This design comes from an exercise in tuning for small area, a short achievable clock period and few clock cycles per item on the open sky130 flow, not from production work. The RTL was checked by simulation tests, not by an equivalence proof against the original design. Power and IR drop assume default switching activity.

## flow/design.v (module list and top-level ports; edited modules follow where they fit)
// module classifierTop: 1877 lines
module classifierTop (
    input  wire                   i_clk100,
    input  wire                   i_rstN,
    input  wire cnnPkg::camBus_t  i_cam,
    input  wire                   i_start,
    input  wire                   i_cfgWr,
    input  wire [4-1:0] i_cfgAddr,
    input  wire [15:0]            i_cfgData,
    output logic                  o_busy,
    output logic                  o_done,
    output cnnPkg::score_t        o_score,
    output logic                  o_led
);
  // ...
==> flow/flow/run.sh <==
#!/bin/bash
set -euo pipefail
bash standard.sh SETUP_SLACK_MARGIN=6.7 finish > standard.log 2>&1
==> flow/standard.sh <==
#!/bin/bash
# synth_recipe.tcl (not shown) runs the flow's synth.tcl, then flattens the netlist and writes it again
# the make line also repeats each setting of config.mk as NAME=value (left out here)
make -C /OpenROAD-flow-scripts/flow DESIGN_CONFIG=/design/flow/config.mk WORK_HOME=/design/flow/orfs CLKGATE_MAP_FILE= SYNTH_SCRIPT=/design/flow/synth_recipe.tcl "${@:-finish}"
==> flow/config.mk <==
export PLATFORM = sky130hd
export DESIGN_NAME = classifierTop
export DESIGN_NICKNAME = classifierTop
export VERILOG_FILES = /design/flow/design.v
export SDC_FILE = /design/flow/constraint.sdc
export NUM_CORES = 4
export LEC_CHECK = 0
export CAP_MARGIN = 20
export CORE_MARGIN = 2
export CORE_UTILIZATION = 60
export PLACE_DENSITY = 0.75
export SLEW_MARGIN = 20
==> flow/constraint.sdc <==
create_clock -name core_clock -period 10.0 [get_ports {i_clk100}]
set_input_delay 2.0000 -clock core_clock [delete_from_list [all_inputs] [get_ports {i_clk100}]]
set_output_delay 2.0000 -clock core_clock [all_outputs]
set_load 0.01 [all_outputs]
==> impl_metrics.toml, run 1 <==
[yosys]
synth.area.mux_share_pct = 8.42
synthAdderAreaFrac_pct = 22.7
synthesis.area_sq_mm = 0.0331
async_reset_ff_share_pct = 22.9
synth_edf_count = 226
synth-seq-cells = 624
yosys_warnings = 4
synth.most_common_cell = "inv_1"

[timing]
skew_ns = 0.0418
setup_tns_ns = 0
slew_violations = 0

[layout]
multi_input_area_share_pct = 42.6
final_cells = 3544
largest_reg_flops = 152
nNonClkBuffers = 123
drive_above_1_share_pct = 15.1
reg_top3 = "lb (152), aR (107), kern (72)"
ff_latch_area_sq_mm = 0.0155

[routing]
top_layer = "met4"
met2_length_um = 37900
met1_length_um = 31000
totalWireLength_um = 77600
drtPass1Iterations = 6

[worst_setup_path]
path_common_cell = "fa_1"
slowest_stage = "fa_1"
timing.rr.start = "mUse[2]"
crit_fanout = 14
crit_end = "aR[8]"
cp-end-kind = "register"
cp-start-kind = "register"

[cts]
numCtsBuffers = 68
clock_latency_ns = 0.64
cts_tree = "done"

[placement]
placed_cells = 3373
place_congestion = 0.978

[floorplan]
io_pins = 69

[global_routing]
grt_pass1_vias = 21977

[power_and_ir_drop]
powerSeq_mw = 4.39
p_clk_share_pct = 18.9
p_comb_mw = 7.14

[hold_path]
hp-start = "aR[96]"

[outcome]
status = "complete, no violations"

[flow_run]
drv_cap = 0
Testbench counts, summed over its fixed seeds: cycles 39,099, tiles 192.
==> run 2: changes to the inputs <==
--- a/flow/design.v
+++ b/flow/design.v
@@ -1381,295 +1381,94 @@
     assign ad_s_19 = ad_p0_19 ^ ad_g5_18;
     assign accSum = {ad_s_19, ad_s_18, ad_s_17, ad_s_16, ad_s_15, ad_s_14, ad_s_13, ad_s_12, ad_s_11, ad_s_10, ad_s_9, ad_s_8, ad_s_7, ad_s_6, ad_s_5, ad_s_4, ad_s_3, ad_s_2, ad_s_1, ad_s_0};
     assign accNext = accSum;
     always_ff @(posedge i_clk100) begin
         if (tCV) acc[tCCol[2]] <= accNext;
     end
     logic [2:0]  fcSt;          
     logic [1:0]  featQ;
-    logic        fcLast, scInit, scAdd, scFirst;
+    logic        fcLast, scInit, scFirst;
     logic        s1, s2, neg;   
-    logic [15:0] fv;            
-    logic [23:0] P;
-    wire  [23:0] pFour = {P[21:0], 1'b0, neg};    
-    wire  [23:0] pRow, pNext;
+    logic [21:0] fv;            
+    wire  [26:0] scRow;
     logic signed [26:0] score;
     wire  [7:0]  wQ   = fcW[featQ];
     wire  [1:0]  qD   = {tCRow[2], tCCol[2]};
     wire  [7:0]  wD   = fcW[qD];
     function automatic logic [2:0] booth(input logic [2:0] b);
         booth[0] = b[1] ^ b[0];                                         
         booth[1] = (b[2] & !b[1] & !b[0]) | (!b[2] & b[1] & b[0]);      
         booth[2] = b[2] & !(b[1] & b[0]);                               
     endfunction
     logic [2:0] bD, bNext;
-    assign bD = booth(wD[7:5]);
+    assign bD = booth({wD[1:0], 1'b0});
     always_comb begin
         case (fcSt)
-            3'd1:    bNext = booth(wQ[5:3]);
-            3'd2:    bNext = booth(wQ[3:1]);
-            default: bNext = booth({wQ[1:0], 1'b0});
+            3'd1:    bNext = booth(wQ[3:1]);
+            3'd2:    bNext = booth(wQ[5:3]);
+            3'd3:    bNext = booth(wQ[7:5]);
+            default: bNext = 3'b000;
         endcase
     end
-    assign pRow[0] = ((s1 & fv[0]) | 1'b0) ^ neg;
-    assign pRow[1] = ((s1 & fv[1]) | (s2 & fv[0])) ^ neg;
-    assign pRow[2] = ((s1 & fv[2]) | (s2 & fv[1])) ^ neg;
-    assign pRow[3] = ((s1 & fv[3]) | (s2 & fv[2])) ^ neg;
-    assign pRow[4] = ((s1 & fv[4]) | (s2 & fv[3])) ^ neg;
-    assign pRow[5] = ((s1 & fv[5]) | (s2 & fv[4])) ^ neg;
-    assign pRow[6] = ((s1 & fv[6]) | (s2 & fv[5])) ^ neg;
-    assign pRow[7] = ((s1 & fv[7]) | (s2 & fv[6])) ^ neg;
-    assign pRow[8] = ((s1 & fv[8]) | (s2 & fv[7])) ^ neg;
-    assign pRow[9] = ((s1 & fv[9]) | (s2 & fv[8])) ^ neg;
-    assign pRow[10] = ((s1 & fv[10]) | (s2 & fv[9])) ^ neg;
-    assign pRow[11] = ((s1 & fv[11]) | (s2 & fv[10])) ^ neg;
-    assign pRow[12] = ((s1 & fv[12]) | (s2 & fv[11])) ^ neg;
-    assign pRow[13] = ((s1 & fv[13]) | (s2 & fv[12])) ^ neg;
-    assign pRow[14] = ((s1 & fv[14]) | (s2 & fv[13])) ^ neg;
-    assign pRow[15] = ((s1 & fv[15]) | (s2 & fv[14])) ^ neg;
-    assign pRow[16] = (1'b0 | (s2 & fv[15])) ^ neg;
-    assign pRow[17] = neg;
-    assign pRow[18] = neg;
-    assign pRow[19] = neg;
-    assign pRow[20] = neg;
-    assign pRow[21] = neg;
-    assign pRow[22] = neg;
-    assign pRow[23] = neg;
-    wire ap_g0_0, ap_p0_0, ap_g0_1, ap_p0_1, ap_g0_2, ap_p0_2, ap_g0_3, ap_p0_3;
-    wire ap_g0_4, ap_p0_4, ap_g0_5, ap_p0_5, ap_g0_6, ap_p0_6, ap_g0_7, ap_p0_7;
-    wire ap_g0_8, ap_p0_8, ap_g0_9, ap_p0_9, ap_g0_10, ap_p0_10, ap_g0_11, ap_p0_11;
-    wire ap_g0_12, ap_p0_12, ap_g0_13, ap_p0_13, ap_g0_14, ap_p0_14, ap_g0_15, ap_p0_15;
-    wire ap_g0_16, ap_p0_16, ap_g0_17, ap_p0_17, ap_g0_18, ap_p0_18, ap_g0_19, ap_p0_19;
-    wire ap_g0_20, ap_p0_20, ap_g0_21, ap_p0_21, ap_g0_22, ap_p0_22, ap_g0_23, ap_p0_23;
-    wire ap_g1_1, ap_p1_1, ap_g1_3, ap_p1_3, ap_g1_5, ap_p1_5, ap_g1_7, ap_p1_7;
-    wire ap_g1_9, ap_p1_9, ap_g1_11, ap_p1_11, ap_g1_13, ap_p1_13, ap_g1_15, ap_p1_15;
-    wire ap_g1_17, ap_p1_17, ap_g1_19, ap_p1_19, ap_g1_21, ap_p1_21, ap_g1_23, ap_p1_23;
-    wire ap_g2_2, ap_p2_2, ap_g2_3, ap_p2_3, ap_g2_6, ap_p2_6, ap_g2_7, ap_p2_7;
-    wire ap_g2_10, ap_p2_10, ap_g2_11, ap_p2_11, ap_g2_14, ap_p2_14, ap_g2_15, ap_p2_15;
-    wire ap_g2_18, ap_p2_18, ap_g2_19, ap_p2_19, ap_g2_22, ap_p2_22, ap_g2_23, ap_p2_23;
-    wire ap_g3_4, ap_p3_4, ap_g3_5, ap_p3_5, ap_g3_6, ap_p3_6, ap_g3_7, ap_p3_7;
-    wire ap_g3_12, ap_p3_12, ap_g3_13, ap_p3_13, ap_g3_14, ap_p3_14, ap_g3_15, ap_p3_15;
-    wire ap_g3_20, ap_p3_20, ap_g3_21, ap_p3_21, ap_g3_22, ap_p3_22, ap_g3_23, ap_p3_23;
-    wire ap_g4_8, ap_p4_8, ap_g4_9, ap_p4_9, ap_g4_10, ap_p4_10, ap_g4_11, ap_p4_11;
-    wire ap_g4_12, ap_p4_12, ap_g4_13, ap_p4_13, ap_g4_14, ap_p4_14, ap_g4_15, ap_p4_15;
-    wire ap_g5_16, ap_p5_16, ap_g5_17, ap_p5_17, ap_g5_18, ap_p5_18, ap_g5_19, ap_p5_19;
-    wire ap_g5_20, ap_p5_20, ap_g5_21, ap_p5_21, ap_g5_22, ap_p5_22, ap_g5_23, ap_p5_23;
-    wire ap_s_0, ap_s_1, ap_s_2, ap_s_3, ap_s_4, ap_s_5, ap_s_6, ap_s_7;
-    wire ap_s_8, ap_s_9, ap_s_10, ap_s_11, ap_s_12, ap_s_13, ap_s_14, ap_s_15;
-    wire ap_s_16, ap_s_17, ap_s_18, ap_s_19, ap_s_20, ap_s_21, ap_s_22, ap_s_23;
-    assign ap_g0_0 = pFour[0] & pRow[0];
-    assign ap_p0_0 = pFour[0] ^ pRow[0];
-    assign ap_g0_1 = pFour[1] & pRow[1];
-    assign ap_p0_1 = pFour[1] ^ pRow[1];
-    assign ap_g0_2 = pFour[2] & pRow[2];
-    assign ap_p0_2 = pFour[2] ^ pRow[2];
-    assign ap_g0_3 = pFour[3] & pRow[3];
-    assign ap_p0_3 = pFour[3] ^ pRow[3];
-    assign ap_g0_4 = pFour[4] & pRow[4];
-    assign ap_p0_4 = pFour[4] ^ pRow[4];
-    assign ap_g0_5 = pFour[5] & pRow[5];
-    assign ap_p0_5 = pFour[5] ^ pRow[5];
-    assign ap_g0_6 = pFour[6] & pRow[6];
-    assign ap_p0_6 = pFour[6] ^ pRow[6];
-    assign ap_g0_7 = pFour[7] & pRow[7];
-    assign ap_p0_7 = pFour[7] ^ pRow[7];
-    assign ap_g0_8 = pFour[8] & pRow[8];
-    assign ap_p0_8 = pFour[8] ^ pRow[8];
-    assign ap_g0_9 = pFour[9] & pRow[9];
-    assign ap_p0_9 = pFour[9] ^ pRow[9];
-    assign ap_g0_10 = pFour[10] & pRow[10];
-    assign ap_p0_10 = pFour[10] ^ pRow[10];
-    assign ap_g0_11 = pFour[11] & pRow[11];
-    assign ap_p0_11 = pFour[11] ^ pRow[11];
-    assign ap_g0_12 = pFour[12] & pRow[12];
-    assign ap_p0_12 = pFour[12] ^ pRow[12];
-    assign ap_g0_13 = pFour[13] & pRow[13];
-    assign ap_p0_13 = pFour[13] ^ pRow[13];
-    assign ap_g0_14 = pFour[14] & pRow[14];
-    assign ap_p0_14 = pFour[14] ^ pRow[14];
-    assign ap_g0_15 = pFour[15] & pRow[15];
-    assign ap_p0_15 = pFour[15] ^ pRow[15];
-    assign ap_g0_16 = pFour[16] & pRow[16];
-    assign ap_p0_16 = pFour[16] ^ pRow[16];
-    assign ap_g0_17 = pFour[17] & pRow[17];
-    assign ap_p0_17 = pFour[17] ^ pRow[17];
-    assign ap_g0_18 = pFour[18] & pRow[18];
-    assign ap_p0_18 = pFour[18] ^ pRow[18];
-    assign ap_g0_19 = pFour[19] & pRow[19];
-    assign ap_p0_19 = pFour[19] ^ pRow[19];
-    assign ap_g0_20 = pFour[20] & pRow[20];
-    assign ap_p0_20 = pFour[20] ^ pRow[20];
-    assign ap_g0_21 = pFour[21] & pRow[21];
-    assign ap_p0_21 = pFour[21] ^ pRow[21];
-    assign ap_g0_22 = pFour[22] & pRow[22];
-    assign ap_p0_22 = pFour[22] ^ pRow[22];
-    assign ap_g0_23 = pFour[23] & pRow[23];
-    assign ap_p0_23 = pFour[23] ^ pRow[23];
-    assign ap_g1_1 = ap_g0_1 | (ap_p0_1 & ap_g0_0);
-    assign ap_p1_1 = ap_p0_1 & ap_p0_0;
-    assign ap_g1_3 = ap_g0_3 | (ap_p0_3 & ap_g0_2);
-    assign ap_p1_3 = ap_p0_3 & ap_p0_2;
-    assign ap_g1_5 = ap_g0_5 | (ap_p0_5 & ap_g0_4);
-    assign ap_p1_5 = ap_p0_5 & ap_p0_4;
-    assign ap_g1_7 = ap_g0_7 | (ap_p0_7 & ap_g0_6);
-    assign ap_p1_7 = ap_p0_7 & ap_p0_6;
-    assign ap_g1_9 = ap_g0_9 | (ap_p0_9 & ap_g0_8);
-    assign ap_p1_9 = ap_p0_9 & ap_p0_8;
-    assign ap_g1_11 = ap_g0_11 | (ap_p0_11 & ap_g0_10);
-    assign ap_p1_11 = ap_p0_11 & ap_p0_10;
-    assign ap_g1_13 = ap_g0_13 | (ap_p0_13 & ap_g0_12);
-    assign ap_p1_13 = ap_p0_13 & ap_p0_12;
-    assign ap_g1_15 = ap_g0_15 | (ap_p0_15 & ap_g0_14);
-    assign ap_p1_15 = ap_p0_15 & ap_p0_14;
-    assign ap_g1_17 = ap_g0_17 | (ap_p0_17 & ap_g0_16);
-    assign ap_p1_17 = ap_p0_17 & ap_p0_16;
-    assign ap_g1_19 = ap_g0_19 | (ap_p0_19 & ap_g0_18);
-    assign ap_p1_19 = ap_p0_19 & ap_p0_18;
-    assign ap_g1_21 = ap_g0_21 | (ap_p0_21 & ap_g0_20);
-    assign ap_p1_21 = ap_p0_21 & ap_p0_20;
-    assign ap_g1_23 = ap_g0_23 | (ap_p0_23 & ap_g0_22);
-    assign ap_p1_23 = ap_p0_23 & ap_p0_22;
-    assign ap_g2_2 = ap_g0_2 | (ap_p0_2 & ap_g1_1);
-    assign ap_p2_2 = ap_p0_2 & ap_p1_1;
-    assign ap_g2_3 = ap_g1_3 | (ap_p1_3 & ap_g1_1);
-    assign ap_p2_3 = ap_p1_3 & ap_p1_1;
-    assign ap_g2_6 = ap_g0_6 | (ap_p0_6 & ap_g1_5);
-    assign ap_p2_6 = ap_p0_6 & ap_p1_5;
-    assign ap_g2_7 = ap_g1_7 | (ap_p1_7 & ap_g1_5);
-    assign ap_p2_7 = ap_p1_7 & ap_p1_5;
-    assign ap_g2_10 = ap_g0_10 | (ap_p0_10 & ap_g1_9);
-    assign ap_p2_10 = ap_p0_10 & ap_p1_9;
-    assign ap_g2_11 = ap_g1_11 | (ap_p1_11 & ap_g1_9);
-    assign ap_p2_11 = ap_p1_11 & ap_p1_9;
-    assign ap_g2_14 = ap_g0_14 | (ap_p0_14 & ap_g1_13);
-    assign ap_p2_14 = ap_p0_14 & ap_p1_13;
-    assign ap_g2_15 = ap_g1_15 | (ap_p1_15 & ap_g1_13);
-    assign ap_p2_15 = ap_p1_15 & ap_p1_13;
-    assign ap_g2_18 = ap_g0_18 | (ap_p0_18 & ap_g1_17);
-    assign ap_p2_18 = ap_p0_18 & ap_p1_17;
-    assign ap_g2_19 = ap_g1_19 | (ap_p1_19 & ap_g1_17);
-    assign ap_p2_19 = ap_p1_19 & ap_p1_17;
-    assign ap_g2_22 = ap_g0_22 | (ap_p0_22 & ap_g1_21);
-    assign ap_p2_22 = ap_p0_22 & ap_p1_21;
-    assign ap_g2_23 = ap_g1_23 | (ap_p1_23 & ap_g1_21);
-    assign ap_p2_23 = ap_p1_23 & ap_p1_21;
-    assign ap_g3_4 = ap_g0_4 | (ap_p0_4 & ap_g2_3);
-    assign ap_p3_4 = ap_p0_4 & ap_p2_3;
-    assign ap_g3_5 = ap_g1_5 | (ap_p1_5 & ap_g2_3);
-    assign ap_p3_5 = ap_p1_5 & ap_p2_3;
-    assign ap_g3_6 = ap_g2_6 | (ap_p2_6 & ap_g2_3);
-    assign ap_p3_6 = ap_p2_6 & ap_p2_3;
-    assign ap_g3_7 = ap_g2_7 | (ap_p2_7 & ap_g2_3);
-    assign ap_p3_7 = ap_p2_7 & ap_p2_3;
-    assign ap_g3_12 = ap_g0_12 | (ap_p0_12 & ap_g2_11);
-    assign ap_p3_12 = ap_p0_12 & ap_p2_11;
-    assign ap_g3_13 = ap_g1_13 | (ap_p1_13 & ap_g2_11);
-    assign ap_p3_13 = ap_p1_13 & ap_p2_11;
-    assign ap_g3_14 = ap_g2_14 | (ap_p2_14 & ap_g2_11);
-    assign ap_p3_14 = ap_p2_14 & ap_p2_11;
-    assign ap_g3_15 = ap_g2_15 | (ap_p2_15 & ap_g2_11);
-    assign ap_p3_15 = ap_p2_15 & ap_p2_11;
-    assign ap_g3_20 = ap_g0_20 | (ap_p0_20 & ap_g2_19);
-    assign ap_p3_20 = ap_p0_20 & ap_p2_19;
-    assign ap_g3_21 = ap_g1_21 | (ap_p1_21 & ap_g2_19);
-    assign ap_p3_21 = ap_p1_21 & ap_p2_19;
-    assign ap_g3_22 = ap_g2_22 | (ap_p2_22 & ap_g2_19);
-    assign ap_p3_22 = ap_p2_22 & ap_p2_19;
-    assign ap_g3_23 = ap_g2_23 | (ap_p2_23 & ap_g2_19);
-    assign ap_p3_23 = ap_p2_23 & ap_p2_19;
-    assign ap_g4_8 = ap_g0_8 | (ap_p0_8 & ap_g3_7);
-    assign ap_p4_8 = ap_p0_8 & ap_p3_7;
-    assign ap_g4_9 = ap_g1_9 | (ap_p1_9 & ap_g3_7);
-    assign ap_p4_9 = ap_p1_9 & ap_p3_7;
-    assign ap_g4_10 = ap_g2_10 | (ap_p2_10 & ap_g3_7);
-    assign ap_p4_10 = ap_p2_10 & ap_p3_7;
-    assign ap_g4_11 = ap_g2_11 | (ap_p2_11 & ap_g3_7);
-    assign ap_p4_11 = ap_p2_11 & ap_p3_7;
-    assign ap_g4_12 = ap_g3_12 | (ap_p3_12 & ap_g3_7);
-    assign ap_p4_12 = ap_p3_12 & ap_p3_7;
-    assign ap_g4_13 = ap_g3_13 | (ap_p3_13 & ap_g3_7);
-    assign ap_p4_13 = ap_p3_13 & ap_p3_7;
-    assign ap_g4_14 = ap_g3_14 | (ap_p3_14 & ap_g3_7);
-    assign ap_p4_14 = ap_p3_14 & ap_p3_7;
-    assign ap_g4_15 = ap_g3_15 | (ap_p3_15 & ap_g3_7);
-    assign ap_p4_15 = ap_p3_15 & ap_p3_7;
-    assign ap_g5_16 = ap_g0_16 | (ap_p0_16 & ap_g4_15);
-    assign ap_p5_16 = ap_p0_16 & ap_p4_15;
-    assign ap_g5_17 = ap_g1_17 | (ap_p1_17 & ap_g4_15);
-    assign ap_p5_17 = ap_p1_17 & ap_p4_15;
-    assign ap_g5_18 = ap_g2_18 | (ap_p2_18 & ap_g4_15);
-    assign ap_p5_18 = ap_p2_18 & ap_p4_15;
-    assign ap_g5_19 = ap_g2_19 | (ap_p2_19 & ap_g4_15);
-    assign ap_p5_19 = ap_p2_19 & ap_p4_15;
-    assign ap_g5_20 = ap_g3_20 | (ap_p3_20 & ap_g4_15);
-    assign ap_p5_20 = ap_p3_20 & ap_p4_15;
-    assign ap_g5_21 = ap_g3_21 | (ap_p3_21 & ap_g4_15);
-    assign ap_p5_21 = ap_p3_21 & ap_p4_15;
-    assign ap_g5_22 = ap_g3_22 | (ap_p3_22 & ap_g4_15);
-    assign ap_p5_22 = ap_p3_22 & ap_p4_15;
-    assign ap_g5_23 = ap_g3_23 | (ap_p3_23 & ap_g4_15);
-    assign ap_p5_23 = ap_p3_23 & ap_p4_15;
-    assign ap_s_0 = ap_p0_0;
-    assign ap_s_1 = ap_p0_1 ^ ap_g0_0;
-    assign ap_s_2 = ap_p0_2 ^ ap_g1_1;
-    assign ap_s_3 = ap_p0_3 ^ ap_g2_2;
-    assign ap_s_4 = ap_p0_4 ^ ap_g2_3;
-    assign ap_s_5 = ap_p0_5 ^ ap_g3_4;
-    assign ap_s_6 = ap_p0_6 ^ ap_g3_5;
-    assign ap_s_7 = ap_p0_7 ^ ap_g3_6;
-    assign ap_s_8 = ap_p0_8 ^ ap_g3_7;
-    assign ap_s_9 = ap_p0_9 ^ ap_g4_8;
-    assign ap_s_10 = ap_p0_10 ^ ap_g4_9;
-    assign ap_s_11 = ap_p0_11 ^ ap_g4_10;
-    assign ap_s_12 = ap_p0_12 ^ ap_g4_11;
-    assign ap_s_13 = ap_p0_13 ^ ap_g4_12;
-    assign ap_s_14 = ap_p0_14 ^ ap_g4_13;
-    assign ap_s_15 = ap_p0_15 ^ ap_g4_14;
-    assign ap_s_16 = ap_p0_16 ^ ap_g4_15;
-    assign ap_s_17 = ap_p0_17 ^ ap_g5_16;
-    assign ap_s_18 = ap_p0_18 ^ ap_g5_17;
-    assign ap_s_19 = ap_p0_19 ^ ap_g5_18;
-    assign ap_s_20 = ap_p0_20 ^ ap_g5_19;
-    assign ap_s_21 = ap_p0_21 ^ ap_g5_20;
-    assign ap_s_22 = ap_p0_22 ^ ap_g5_21;
-    assign ap_s_23 = ap_p0_23 ^ ap_g5_22;
-    assign pNext = {ap_s_23, ap_s_22, ap_s_21, ap_s_20, ap_s_19, ap_s_18, ap_s_17, ap_s_16, ap_s_15, ap_s_14, ap_s_13, ap_s_12, ap_s_11, ap_s_10, ap_s_9, ap_s_8, ap_s_7, ap_s_6, ap_s_5, ap_s_4, ap_s_3, ap_s_2, ap_s_1, ap_s_0};
+    assign scRow[0] = ((s1 & fv[0]) | 1'b0) ^ neg;
+    assign scRow[1] = ((s1 & fv[1]) | (s2 & fv[0])) ^ neg;
+    assign scRow[2] = ((s1 & fv[2]) | (s2 & fv[1])) ^ neg;
+    assign scRow[3] = ((s1 & fv[3]) | (s2 & fv[2])) ^ neg;
+    assign scRow[4] = ((s1 & fv[4]) | (s2 & fv[3])) ^ neg;
+    assign scRow[5] = ((s1 & fv[5]) | (s2 & fv[4])) ^ neg;
+    assign scRow[6] = ((s1 & fv[6]) | (s2 & fv[5])) ^ neg;
+    assign scRow[7] = ((s1 & fv[7]) | (s2 & fv[6])) ^ neg;
+    assign scRow[8] = ((s1 & fv[8]) | (s2 & fv[7])) ^ neg;
+    assign scRow[9] = ((s1 & fv[9]) | (s2 & fv[8])) ^ neg;
+    assign scRow[10] = ((s1 & fv[10]) | (s2 & fv[9])) ^ neg;
+    assign scRow[11] = ((s1 & fv[11]) | (s2 & fv[10])) ^ neg;
+    assign scRow[12] = ((s1 & fv[12]) | (s2 & fv[11])) ^ neg;
+    assign scRow[13] = ((s1 & fv[13]) | (s2 & fv[12])) ^ neg;
+    assign scRow[14] = ((s1 & fv[14]) | (s2 & fv[13])) ^ neg;
+    assign scRow[15] = ((s1 & fv[15]) | (s2 & fv[14])) ^ neg;
+    assign scRow[16] = ((s1 & fv[16]) | (s2 & fv[15])) ^ neg;
+    assign scRow[17] = ((s1 & fv[17]) | (s2 & fv[16])) ^ neg;
+    assign scRow[18] = ((s1 & fv[18]) | (s2 & fv[17])) ^ neg;
+    assign scRow[19] = ((s1 & fv[19]) | (s2 & fv[18])) ^ neg;
+    assign scRow[20] = ((s1 & fv[20]) | (s2 & fv[19])) ^ neg;
+    assign scRow[21] = ((s1 & fv[21]) | (s2 & fv[20])) ^ neg;
+    assign scRow[22] = (1'b0 | (s2 & fv[21])) ^ neg;
+    assign scRow[23] = neg;
+    assign scRow[24] = neg;
+    assign scRow[25] = neg;
+    assign scRow[26] = neg;
     always_ff @(posedge i_clk100 or negedge i_rstN) begin
         if (!i_rstN) begin
             fcSt  <= '0;
-            scAdd <= 1'b0;
             doneR <= 1'b0;
         end else begin
-            doneR <= (fcSt == 3'd5) && fcLast;
-            scAdd <= fcSt == 3'd4;
+            doneR <= (fcSt == 3'd4) && fcLast;
             if (tCV && lastQ)
                 fcSt <= 3'd1;
-            else if (fcSt == 3'd5)
+            else if (fcSt == 3'd4)
                 fcSt <= 3'd0;
             else if (fcSt != 3'd0)
                 fcSt <= fcSt + 3'd1;
         end
     end
     always_ff @(posedge i_clk100) begin
-        scFirst <= (fcSt == 3'd4) && scInit;
         if (tCV && lastQ) begin
-            featQ  <= qD;
-            fcLast <= qD == 2'd3;
-            scInit <= qD == 2'd0;
+            featQ   <= qD;
+            fcLast  <= qD == 2'd3;
+            scFirst <= qD == 2'd0;
             {neg, s2, s1} <= bD;
-            fv     <= accNext[19:4];
-            P      <= '0;
+            fv      <= {6'd0, accNext[19:4]};
         end else begin
+            scFirst <= 1'b0;
             {neg, s2, s1} <= bNext;
-            if (fcSt >= 3'd1 && fcSt <= 3'd4) P <= pNext;
+            if (fcSt != 3'd0) fv <= {fv[19:0], 2'b00};
         end
     end
     wire [26:0] scBase = scFirst ? 27'($signed(bias)) : score;
-    wire [26:0] scP    = scAdd ? {{3{P[23]}}, P} : 27'd0;
     wire [26:0] scSum;
     wire as_g0_0, as_p0_0, as_g0_1, as_p0_1, as_g0_2, as_p0_2, as_g0_3, as_p0_3;
     wire as_g0_4, as_p0_4, as_g0_5, as_p0_5, as_g0_6, as_p0_6, as_g0_7, as_p0_7;
     wire as_g0_8, as_p0_8, as_g0_9, as_p0_9, as_g0_10, as_p0_10, as_g0_11, as_p0_11;
     wire as_g0_12, as_p0_12, as_g0_13, as_p0_13, as_g0_14, as_p0_14, as_g0_15, as_p0_15;
     wire as_g0_16, as_p0_16, as_g0_17, as_p0_17, as_g0_18, as_p0_18, as_g0_19, as_p0_19;
     wire as_g0_20, as_p0_20, as_g0_21, as_p0_21, as_g0_22, as_p0_22, as_g0_23, as_p0_23;
     wire as_g0_24, as_p0_24, as_g0_25, as_p0_25, as_g0_26, as_p0_26, as_g1_1, as_p1_1;
@@ -1687,70 +1486,70 @@
     wire as_g4_15, as_p4_15, as_g4_24, as_p4_24, as_g4_25, as_p4_25, as_g4_26, as_p4_26;
     wire as_g5_16, as_p5_16, as_g5_17, as_p5_17, as_g5_18, as_p5_18, as_g5_19, as_p5_19;
     wire as_g5_20, as_p5_20, as_g5_21, as_p5_21, as_g5_22, as_p5_22, as_g5_23, as_p5_23;
     wire as_g5_24, as_p5_24, as_g5_25, as_p5_25, as_g5_26, as_p5_26, as_s_0, as_s_1;
     wire as_s_2, as_s_3, as_s_4, as_s_5, as_s_6, as_s_7, as_s_8, as_s_9;
     wire as_s_10, as_s_11, as_s_12, as_s_13, as_s_14, as_s_15, as_s_16, as_s_17;
     wire as_s_18, as_s_19, as_s_20, as_s_21, as_s_22, as_s_23, as_s_24, as_s_25;
     wire as_s_26;
-    assign as_g0_0 = scBase[0] & scP[0];
-    assign as_p0_0 = scBase[0] ^ scP[0];
-    assign as_g0_1 = scBase[1] & scP[1];
-    assign as_p0_1 = scBase[1] ^ scP[1];
-    assign as_g0_2 = scBase[2] & scP[2];
-    assign as_p0_2 = scBase[2] ^ scP[2];
-    assign as_g0_3 = scBase[3] & scP[3];
-    assign as_p0_3 = scBase[3] ^ scP[3];
-    assign as_g0_4 = scBase[4] & scP[4];
-    assign as_p0_4 = scBase[4] ^ scP[4];
-    assign as_g0_5 = scBase[5] & scP[5];
-    assign as_p0_5 = scBase[5] ^ scP[5];
-    assign as_g0_6 = scBase[6] & scP[6];
-    assign as_p0_6 = scBase[6] ^ scP[6];
-    assign as_g0_7 = scBase[7] & scP[7];
-    assign as_p0_7 = scBase[7] ^ scP[7];
-    assign as_g0_8 = scBase[8] & scP[8];
-    assign as_p0_8 = scBase[8] ^ scP[8];
-    assign as_g0_9 = scBase[9] & scP[9];
-    assign as_p0_9 = scBase[9] ^ scP[9];
-    assign as_g0_10 = scBase[10] & scP[10];
-    assign as_p0_10 = scBase[10] ^ scP[10];
-    assign as_g0_11 = scBase[11] & scP[11];
-    assign as_p0_11 = scBase[11] ^ scP[11];
-    assign as_g0_12 = scBase[12] & scP[12];
-    assign as_p0_12 = scBase[12] ^ scP[12];
-    assign as_g0_13 = scBase[13] & scP[13];
-    assign as_p0_13 = scBase[13] ^ scP[13];
-    assign as_g0_14 = scBase[14] & scP[14];
-    assign as_p0_14 = scBase[14] ^ scP[14];
-    assign as_g0_15 = scBase[15] & scP[15];
-    assign as_p0_15 = scBase[15] ^ scP[15];
-    assign as_g0_16 = scBase[16] & scP[16];
-    assign as_p0_16 = scBase[16] ^ scP[16];
-    assign as_g0_17 = scBase[17] & scP[17];
-    assign as_p0_17 = scBase[17] ^ scP[17];
-    assign as_g0_18 = scBase[18] & scP[18];
-    assign as_p0_18 = scBase[18] ^ scP[18];
-    assign as_g0_19 = scBase[19] & scP[19];
-    assign as_p0_19 = scBase[19] ^ scP[19];
-    assign as_g0_20 = scBase[20] & scP[20];
-    assign as_p0_20 = scBase[20] ^ scP[20];
-    assign as_g0_21 = scBase[21] & scP[21];
-    assign as_p0_21 = scBase[21] ^ scP[21];
-    assign as_g0_22 = scBase[22] & scP[22];
-    assign as_p0_22 = scBase[22] ^ scP[22];
-    assign as_g0_23 = scBase[23] & scP[23];
-    assign as_p0_23 = scBase[23] ^ scP[23];
-    assign as_g0_24 = scBase[24] & scP[24];
-    assign as_p0_24 = scBase[24] ^ scP[24];
-    assign as_g0_25 = scBase[25] & scP[25];
-    assign as_p0_25 = scBase[25] ^ scP[25];
-    assign as_g0_26 = scBase[26] & scP[26];
-    assign as_p0_26 = scBase[26] ^ scP[26];
+    assign as_g0_0 = (scBase[0] & scRow[0]) | ((scBase[0] ^ scRow[0]) & neg);
+    assign as_p0_0 = scBase[0] ^ scRow[0];
+    assign as_g0_1 = scBase[1] & scRow[1];
+    assign as_p0_1 = scBase[1] ^ scRow[1];
+    assign as_g0_2 = scBase[2] & scRow[2];
+    assign as_p0_2 = scBase[2] ^ scRow[2];
+    assign as_g0_3 = scBase[3] & scRow[3];
+    assign as_p0_3 = scBase[3] ^ scRow[3];
+    assign as_g0_4 = scBase[4] & scRow[4];
+    assign as_p0_4 = scBase[4] ^ scRow[4];
+    assign as_g0_5 = scBase[5] & scRow[5];
+    assign as_p0_5 = scBase[5] ^ scRow[5];
+    assign as_g0_6 = scBase[6] & scRow[6];
+    assign as_p0_6 = scBase[6] ^ scRow[6];
+    assign as_g0_7 = scBase[7] & scRow[7];
+    assign as_p0_7 = scBase[7] ^ scRow[7];
+    assign as_g0_8 = scBase[8] & scRow[8];
+    assign as_p0_8 = scBase[8] ^ scRow[8];
+    assign as_g0_9 = scBase[9] & scRow[9];
+    assign as_p0_9 = scBase[9] ^ scRow[9];
+    assign as_g0_10 = scBase[10] & scRow[10];
+    assign as_p0_10 = scBase[10] ^ scRow[10];
+    assign as_g0_11 = scBase[11] & scRow[11];
+    assign as_p0_11 = scBase[11] ^ scRow[11];
+    assign as_g0_12 = scBase[12] & scRow[12];
+    assign as_p0_12 = scBase[12] ^ scRow[12];
+    assign as_g0_13 = scBase[13] & scRow[13];
+    assign as_p0_13 = scBase[13] ^ scRow[13];
+    assign as_g0_14 = scBase[14] & scRow[14];
+    assign as_p0_14 = scBase[14] ^ scRow[14];
+    assign as_g0_15 = scBase[15] & scRow[15];
+    assign as_p0_15 = scBase[15] ^ scRow[15];
+    assign as_g0_16 = scBase[16] & scRow[16];
+    assign as_p0_16 = scBase[16] ^ scRow[16];
+    assign as_g0_17 = scBase[17] & scRow[17];
+    assign as_p0_17 = scBase[17] ^ scRow[17];
+    assign as_g0_18 = scBase[18] & scRow[18];
+    assign as_p0_18 = scBase[18] ^ scRow[18];
+    assign as_g0_19 = scBase[19] & scRow[19];
+    assign as_p0_19 = scBase[19] ^ scRow[19];
+    assign as_g0_20 = scBase[20] & scRow[20];
+    assign as_p0_20 = scBase[20] ^ scRow[20];
+    assign as_g0_21 = scBase[21] & scRow[21];
+    assign as_p0_21 = scBase[21] ^ scRow[21];
+    assign as_g0_22 = scBase[22] & scRow[22];
+    assign as_p0_22 = scBase[22] ^ scRow[22];
+    assign as_g0_23 = scBase[23] & scRow[23];
+    assign as_p0_23 = scBase[23] ^ scRow[23];
+    assign as_g0_24 = scBase[24] & scRow[24];
+    assign as_p0_24 = scBase[24] ^ scRow[24];
+    assign as_g0_25 = scBase[25] & scRow[25];
+    assign as_p0_25 = scBase[25] ^ scRow[25];
+    assign as_g0_26 = scBase[26] & scRow[26];
+    assign as_p0_26 = scBase[26] ^ scRow[26];
     assign as_g1_1 = as_g0_1 | (as_p0_1 & as_g0_0);
     assign as_p1_1 = as_p0_1 & as_p0_0;
     assign as_g1_3 = as_g0_3 | (as_p0_3 & as_g0_2);
     assign as_p1_3 = as_p0_3 & as_p0_2;
     assign as_g1_5 = as_g0_5 | (as_p0_5 & as_g0_4);
     assign as_p1_5 = as_p0_5 & as_p0_4;
     assign as_g1_7 = as_g0_7 | (as_p0_7 & as_g0_6);
     assign as_p1_7 = as_p0_7 & as_p0_6;
@@ -1861,17 +1660,17 @@
     assign as_g5_23 = as_g3_23 | (as_p3_23 & as_g4_15);
     assign as_p5_23 = as_p3_23 & as_p4_15;
     assign as_g5_24 = as_g4_24 | (as_p4_24 & as_g4_15);
     assign as_p5_24 = as_p4_24 & as_p4_15;
     assign as_g5_25 = as_g4_25 | (as_p4_25 & as_g4_15);
     assign as_p5_25 = as_p4_25 & as_p4_15;
     assign as_g5_26 = as_g4_26 | (as_p4_26 & as_g4_15);
     assign as_p5_26 = as_p4_26 & as_p4_15;
-    assign as_s_0 = as_p0_0;
+    assign as_s_0 = as_p0_0 ^ neg;
     assign as_s_1 = as_p0_1 ^ as_g0_0;
     assign as_s_2 = as_p0_2 ^ as_g1_1;
     assign as_s_3 = as_p0_3 ^ as_g2_2;
     assign as_s_4 = as_p0_4 ^ as_g2_3;
     assign as_s_5 = as_p0_5 ^ as_g3_4;
     assign as_s_6 = as_p0_6 ^ as_g3_5;
     assign as_s_7 = as_p0_7 ^ as_g3_6;
     assign as_s_8 = as_p0_8 ^ as_g3_7;
==> flow/config.mk (replaced) <==
export PLATFORM = sky130hd
export DESIGN_NAME = classifierTop
export DESIGN_NICKNAME = classifierTop
export VERILOG_FILES = /design/flow/design.v
export SDC_FILE = /design/flow/constraint.sdc
export NUM_CORES = 4
export LEC_CHECK = 0
export CAP_MARGIN = 20
export CORE_MARGIN = 2
export CORE_UTILIZATION = 40
export SLEW_MARGIN = 20
==> run 2 against run 1 <==
Effect of this change: still clean; clock power is 4% lower; power shrank 2.9%; routed wire length grew 0.57%; clock skew decreased by 0.020 ns; largest cell class unchanged.
==> impl_metrics.toml, run 2 <==
[timing]
rsz0062_at_grt = "true"
fmax_mhz = 304
setup_tns_ns = 0
hold_violations = 0
worst_pin_slew_ns = 1.24
slew_headroom_pct = 16.8
fin_crit_sh_pct = 32.9
layout_min_cycle_time_ns = 3.29
skew_ns = 0.0221
slew_violations = 0
setup_viol = 0
timing.hold.ws_ns = 0.325

[yosys]
postSynthAreaPerCell_sq_um = 12.5
ys_top_cells_by_area = "edfxtp_1 (21%), fa_1 (19%), dfxtp_1 (15%)"
async_reset_ff_share_pct = 23.5
yosysUniqueCellTypes = 67
yosys_warnings = 4
ys.flop_type = "dfxtp_1"
synth_compound_area_share_pct = 3.91
synth_xor_area_share_pct = 2.13
synth.top_cell.area_share_pct = 21.3
synth-seq-cells = 604
synth_area_leader_cell = "edfxtp_1"
syn_inst = 2543
synth-simple-area-share_pct = 9.28
synth.most_common_cell = "inv_1"
synth.area.mux_share_pct = 8.79
synth_top_family_by_area = "adder cells"
yosysSeqAreaShare_pct = 47.5
syn_nets = 2977
synthAdderAreaFrac_pct = 22.7
synthesis.area_sq_mm = 0.0317
synth_edf_count = 225
synthTopCellsByCount = "inv_1 (359), fa_1 (293), dfxtp_1 (237)"

[global_routing]
grtUsageTotal_pct = 19.3
grt_max_degree = 90
grt_overflow_total = 0
antenna_found_initial = 2
grt_pass1_wl_um = 120000
grt_pass1_vias = 20136

[layout]
fillers = 6942
final_common_cell = "inv_1"
drive_above_1_share_pct = 18.2
antennaDiodeCount = 0
reg_top3 = "lb (152), aR (107), kern (72)"
ff_latch_area_sq_mm = 0.0151
layout.nets = 3078
syn2layout_area_growth_pct = 15.6
max_flop_register = "lb"
layout_common_cells = "inv_1 (356), fa_1 (285), dfxtp_1 (227)"
largest_reg_flops = 152
multiInputGateArea_sq_mm = 0.0151

[worst_setup_path]
cp.depth = 8
cp.required_ns = 10.47
worstPathArrival_ns = 3.76
crit_buf_inv = 3
timing.rr.start = "mUse[2]"
path_class = "register to register"
slowest_stage = "edfxtp_1"
r2r_end = "aR[6]"
crit_end = "aR[6]"
path_common_cell = "fa_1"
r2r_cells = 8
cp-start-kind = "register"
max_stage_delay_ns = 0.54
cp_cell_sequence = "buf_6 > and3_1 > fa_1 > inv_1 > fa_1 > fa_1 > inv_1 > fa_1"
crit_fanout = 5
cp-startpoint = "mUse[2]"
cp-end-kind = "register"
cpLargestDelayFamily = "adder cells"
r2r_slack_ns = 6.71

[routing]
antenna_left = 0
drcViolationCount = 0
drtIter0Drc = 1334
totalWireLength_um = 78100
vias = 19223
wl_per_cell_um = 20.8
avgViaCountPerCell = 5.13
drtPass1Iterations = 5

[floorplan]
die_w_um = 285
die_h_um = 285
io_pins = 69
core_region_area_sq_mm = 0.0787
start_util_pct = 40.2
std_cell_rows = 103
die-area_sq_mm = 0.0815

[cts]
postCtsHoldBufs = 0
cts_max_level = 3
clkSlewWorstSetupHoldPaths_ns = 0.06
cts_tree = "done"
clkSinkCount = 604
clockRootBuffer = "clkbuf_16"
clock_latency_ns = 0.62
cts_buffer_depth = 3
numCtsBuffers = 69

[placement]
io_buffers = 68
place_congestion = 0.923
dpl.hpwl_um = 57100

[power_and_ir_drop]
p_leak_nw = 16.0
peakVddDrop_uv = 185
p_per_area_mw_per_mm2 = 377

[outcome]
status = "complete, no violations"

[hold_path]
hold_class = "register to register"
hp-start = "tACol[1]"

[flow_run]
drv_cap = 0
## run 2: what timing repair did
action                     4_1_cts  5_1_grt
resized for setup               82       64
setup buffers                   24       26
pin swaps                       14       37
cloned                           7        2
setup endpoints to repair      380       55
## run 2: how the worst min path moves through the flow
stage	endpoint	slack, ns	cells past startpoint
final	tBCol[1]	0.32	0
after global routing	tBCol[1]	0.33	0
after CTS	tBRow[1]	0.32	0
after detailed placement	tBRow[1]	0.31	0
after global placement	tBRow[1]	0.31	0
after floorplan	cs1[0]	0.31	0
## run 2: final cells by class
cell class | instances | area share [%]
multi-input combinational | 1476 | 41.3
sequential | 604 | 41.2
inverter | 360 | 3.69
timing repair buffer | 133 | 3.80
tap | 1050 | 3.59
clock inverter | 30 | 0.803
clock buffer | 97 | 5.59
## run 2: where the power goes
group	leakage, nW	internal [mW]	switching [mW]
clock	1.16	1.54	1.04
sequential	5.81	3.58	0.635
combinational	9.00	3.05	3.96
## run 2: kinds of logic (layout without fill, tap and decap cells)
logic type	Yosys count	in the layout
AND/OR/NAND/NOR	572	576
multiplexers	241	241
adder cells (fa/ha/maj)	400	400
flip-flops	604	604
AO/OA/AOI/OAI	182	182
buffers and inverters	467	620
XOR/XNOR	77	77
## run 2: through the flow
stage          util (%)  cells  area (sq um)  setup WS, ns  power (mW)
6_report           46.5   3750         36600          6.71        13.8
5_1_grt            46.5   3750         36600          6.60        14.9
4_1_cts            45.9   3722         36200          6.70        13.7
3_5_place_dp       42.4   3564         33400          4.96        11.0
3_3_place_gp       42.4   3564         33400          5.02        10.7
2_1_floorplan         -   2543         31800          6.06        8.61
## run 2: per-layer routing
| metal | routed length, um | GRT usage [%] | up-vias |
|---|---|---|---|
| met5 | 0 | 0 | - |
| li1 | - | - | 8644 |
| met1 | 34600 | 26.5 | 9973 |
| met2 | 37600 | 31.7 | 497 |
| met3 | 3900 | 3.28 | 109 |
| met4 | 2040 | 5.72 | 0 |
## run 2: worst reg2reg max path: cells and delay by family, from the launching register on
kind / cells / cell delay [ns]
buffers and inverters: 3 / 0.34
and+or+nand+nor: 1 / 0.18
adders and majority gates: 4 / 2.09
DFF: 1 / 0.54
Testbench counts of run 2, summed over its fixed seeds: cycles 38,907, tiles 192.

## port drivers added, routing unchanged
The flow's constraints put no driver on any port. The routed layouts listed below were extracted and timed again, unchanged, in two steps. Step 1: set_driving_cell puts a clkbuf_16 on i_clk100 and a buf_2 on each other input, an assumption about the parent block. Step 2 also shifts input and output timing later by t, the mid clock arrival at the registers, as if the neighbouring blocks saw the same clock. a / b / c = ideal / step 1 / step 2; a / b = the first two.
| run | shift t [ns] | setup WS [ns] | worst setup path at the end | pins driven straight from the clock port |
|---|---|---|---|---|
| run 1 | 0.679 | 6.737 / 6.685 / 6.187 | input to register | 1 |
| run 2 | 0.669 | 6.713 / 6.691 / 6.167 | input to register | 1 |
After both steps every run listed still meets setup and hold. For run 1, which loses most, drivers alone change the setup slack by -0.052 ns; drivers and shift together by -0.550 ns.
